Background: an optimization exercise with open tools, aiming at small area, a short achievable clock period and few clock cycles per item. Do not read the settings as production practice.
In this exercise RTL edits were held to simulation tests only and were not proved equivalent to the original.
Power figures rest on the tool's default switching activity, not on a simulated workload.

==> flow/design.v <==
`default_nettype none
package wbps_pkg;
  localparam int MAX_PATTERN_DEFAULT = 32;
  localparam int OFFSET_BITS_DEFAULT = 16;
  localparam int CFG_DATA_W   = 64;
  localparam int CFG_IDX_W    = 3;
  localparam int LEN_REG_W    = 6;
  localparam int PAT_REGS     = 4;
  localparam int PAT_BYTES    = PAT_REGS * CFG_DATA_W / 8;
  localparam int OFFSET_OUT_W = 16;
  localparam logic [7:0] WILDCARD_BYTE = 8'h2A;
  typedef struct packed {
    logic [7:0] region_byte;
    logic       region_end;
  } in_t;
  typedef struct packed {
    logic                    found;
    logic [OFFSET_OUT_W-1:0] match_offset;
  } out_t;
endpackage
`default_nettype wire
`default_nettype none
module wbps_cfg (
  input  wire logic         clk_i,
  input  wire logic         rst_ni,
  input  wire logic         cfg_we_i,
  input  wire logic [2:0]   cfg_idx_i,
  input  wire logic [63:0]  cfg_data_i,
  output logic      [4:0]   nm1_o,
  output logic      [3:0]   wvld_o,
  output logic [3:0][63:0]  pat_o
);
  logic [4:0]       nm1_q;
  logic [3:0]       wvld_q;
  logic [3:0][63:0] pat_q;
  logic [5:0]       lw;
  logic [4:0]       nm1_d;
  assign lw    = cfg_data_i[5:0];
  assign nm1_d = (lw == 6'd0) ? 5'd0 : (lw > 6'd32) ? 5'd31 : 5'(lw - 6'd1);
  always_ff @(posedge clk_i or negedge rst_ni) begin
    if (!rst_ni) begin
      nm1_q  <= 5'd0;
      wvld_q <= 4'd0;
    end else if (cfg_we_i) begin
      if (cfg_idx_i == 3'd0) nm1_q <= nm1_d;
      for (int w = 0; w < 4; w++) begin
        if (cfg_idx_i == 3'(w + 1)) wvld_q[w] <= 1'b1;
      end
    end
  end
  always_ff @(posedge clk_i) begin
    for (int w = 0; w < 4; w++) begin
      if (cfg_we_i && cfg_idx_i == 3'(w + 1)) pat_q[w] <= cfg_data_i;
    end
  end
  assign nm1_o  = nm1_q;
  assign wvld_o = wvld_q;
  assign pat_o  = pat_q;
endmodule
`default_nettype wire
`default_nettype none
module wbps_window (
  input  wire logic         clk_i,
  input  wire logic         load_i,
  input  wire logic         restart_i,
  input  wire logic [4:0]   nm1_i,
  output logic      [15:0]  off_o
);
  logic [15:0] off_q;
  logic [15:0] n16;
  assign n16 = 16'(nm1_i) + 16'd1;
  always_ff @(posedge clk_i) begin
    if (load_i) begin
      if (restart_i) begin
        off_q <= 16'd1 - n16;
      end else if (off_q != ~n16) begin
        off_q <= off_q + 16'd1;
      end
    end
  end
  assign off_o = off_q;
endmodule
`default_nettype wire
`default_nettype none
module wbps_match (
  input  wire logic         clk_i,
  input  wire logic         load_i,
  input  wire logic         restart_i,
  input  wire logic [7:0]   byte_i,
  input  wire logic [3:0]   wvld_i,
  input  wire logic [3:0][63:0] pat_i,
  input  wire logic [4:0]   nm1_i,
  output logic              hit_o
);
  logic [31:0] eq;
  logic [31:0] st_q;
  logic        zero_byte;
  assign zero_byte = (byte_i == 8'h00);
  always_comb begin
    for (int k = 0; k < 32; k++) begin
      if (wvld_i[k / 8]) begin
        eq[k] = (pat_i[k / 8][(k % 8) * 8 +: 8] == wbps_pkg::WILDCARD_BYTE) ||
                (pat_i[k / 8][(k % 8) * 8 +: 8] == byte_i);
      end else begin
        eq[k] = zero_byte;
      end
    end
  end
  always_ff @(posedge clk_i) begin
    if (load_i) begin
      st_q <= eq & {st_q[30:0] & {31{!restart_i}}, 1'b1};
    end
  end
  assign hit_o = st_q[nm1_i];
endmodule
`default_nettype wire
`default_nettype none
module wildcard_byte_pattern_scanner_core (
  input  wire logic         clk_i,
  input  wire logic         rst_ni,
  input  wire logic         cfg_we_i,
  input  wire logic [2:0]   cfg_idx_i,
  input  wire logic [63:0]  cfg_data_i,
  input  wire logic         in_valid_i,
  input  wire wbps_pkg::in_t in_data_i,
  output logic              in_stall_o,
  output logic              out_valid_o,
  output wbps_pkg::out_t    out_data_o,
  input  wire logic         out_stall_i
);
  logic [4:0]       nm1;
  logic [3:0]       wvld;
  logic [3:0][63:0] pat;
  logic             load;
  logic             hit;
  logic [15:0]      off;
  logic             last_q;    
  logic             fresh_q;   
  logic             done_q;    
  assign in_stall_o = out_stall_i;
  assign load       = in_valid_i && !out_stall_i;
  wbps_cfg u_cfg (
    .clk_i      (clk_i),
    .rst_ni     (rst_ni),
    .cfg_we_i   (cfg_we_i),
    .cfg_idx_i  (cfg_idx_i),
    .cfg_data_i (cfg_data_i),
    .nm1_o      (nm1),
    .wvld_o     (wvld),
    .pat_o      (pat)
  );
  wbps_match u_match (
    .clk_i     (clk_i),
    .load_i    (load),
    .restart_i (last_q),
    .byte_i    (in_data_i.region_byte),
    .wvld_i    (wvld),
    .pat_i     (pat),
    .nm1_i     (nm1),
    .hit_o     (hit)
  );
  wbps_window u_window (
    .clk_i     (clk_i),
    .load_i    (load),
    .restart_i (last_q),
    .nm1_i     (nm1),
    .off_o     (off)
  );
  always_ff @(posedge clk_i or negedge rst_ni) begin
    if (!rst_ni) begin
      last_q  <= 1'b1;
      fresh_q <= 1'b0;
    end else begin
      fresh_q <= load || (fresh_q && out_stall_i);
      if (load) last_q <= in_data_i.region_end;
    end
  end
  always_ff @(posedge clk_i) begin
    if (load) done_q <= !last_q && (done_q || hit);
  end
  assign out_valid_o             = fresh_q && !done_q && (hit || last_q);
  assign out_data_o.found        = hit;
  assign out_data_o.match_offset = hit ? off : 16'd0;
endmodule
`default_nettype wire
`default_nettype none
module wbps_top (
  input  wire logic        clk_i,
  input  wire logic        rst_ni,
  input  wire logic        cfg_we_i,
  input  wire logic [2:0]  cfg_idx_i,
  input  wire logic [63:0] cfg_data_i,
  input  wire logic        in_valid_i,
  input  wire logic [7:0]  in_byte_i,
  input  wire logic        in_last_i,
  output logic             in_stall_o,
  output logic             out_valid_o,
  output logic             out_found_o,
  output logic [15:0]      out_offset_o,
  input  wire logic        out_stall_i
);
  wbps_pkg::in_t  in_data;
  wbps_pkg::out_t out_data;
  assign in_data.region_byte = in_byte_i;
  assign in_data.region_end  = in_last_i;
  assign out_found_o         = out_data.found;
  assign out_offset_o        = out_data.match_offset;
  wildcard_byte_pattern_scanner_core u_core (
    .clk_i       (clk_i),
    .rst_ni      (rst_ni),
    .cfg_we_i    (cfg_we_i),
    .cfg_idx_i   (cfg_idx_i),
    .cfg_data_i  (cfg_data_i),
    .in_valid_i  (in_valid_i),
    .in_data_i   (in_data),
    .in_stall_o  (in_stall_o),
    .out_valid_o (out_valid_o),
    .out_data_o  (out_data),
    .out_stall_i (out_stall_i)
  );
endmodule
`default_nettype wire
clock: 7.5 ns
lec_check: 0
abc_clock_period_in_ps: 3000
cap_margin: 20
core_margin: 2
core_utilization: 40
place_density: 0.55
setup_slack_margin: 4.6
slew_margin: 20
run.sh (not shown) runs the stock make flow with config.mk's settings and CLKGATE_MAP_FILE= SYNTH_SCRIPT=/design/flow/synth_recipe.tcl, a recipe that flattens the netlist after the stock synthesis.
The first run produced a clean layout.
Testbench counts at the start, summed over its fixed seeds: cycles 109,938, items 109,783.
==> next run, changes <==
Settings changed: ABC_CLOCK_PERIOD_IN_PS 3000 to not set, CORE_UTILIZATION 40 to 18, PLACE_DENSITY 0.55 to 0.22, SETUP_SLACK_MARGIN 4.6 to not set.
Setup slack gets worse by 1.0 ns.
Clock-buffer cell count is higher by 10.
Total power is higher by about 7%.
Worst hold slack stays flat.
Combinational power is lower by about 6%.
Wire length is higher by 39%.
Final cell count is higher by 35%.
Design area is higher by 4.1%.
Via count is lower by 0.79%.
==> next run, changes <==
Settings changed: CORE_UTILIZATION 18 to 40, PLACE_DENSITY 0.22 to 0.55, SETUP_SLACK_MARGIN set to 4.0.
The changed run completed with no timing, DRC or antenna violations.
Routed wire length went down by 31%.
Global-route usage went up by 6.3 points.
Fmax went up by 23%.
Design area went down by 3.8%.
Clock-buffer cell count went down by 15.

port drivers added, routing unchanged:
The results above use ideal ports. As a check the final layouts listed here were re-extracted and re-timed, cells and wires unchanged.
Step 1 sets driving cells, clkbuf_16 on the clock port and buf_2 on the other inputs (assumed; they add their load-dependent delay and slew).
Step 2, shift: input delay + t, output delay - t, t = (earliest + latest rising clock arrival at the registers) / 2. This alone moves slack from input paths to output paths.
a / b / c = no drivers / after step 1 / after step 2; a / b = the first two.
run | t, ns | setup slack, ns | worst setup path at the end | latest minus earliest clock arrival (ns)
the first run | 0.580 | 3.367 / 3.313 / 3.893 | register to output | 0.020 / 0.020
the second run | 0.621 | 2.370 / 2.309 / 2.931 | register to output | 0.025 / 0.025
the third run | 0.563 | 3.328 / 3.277 / 3.779 | input to register | 0.020 / 0.020
After both steps setup and hold are still met in every run listed.
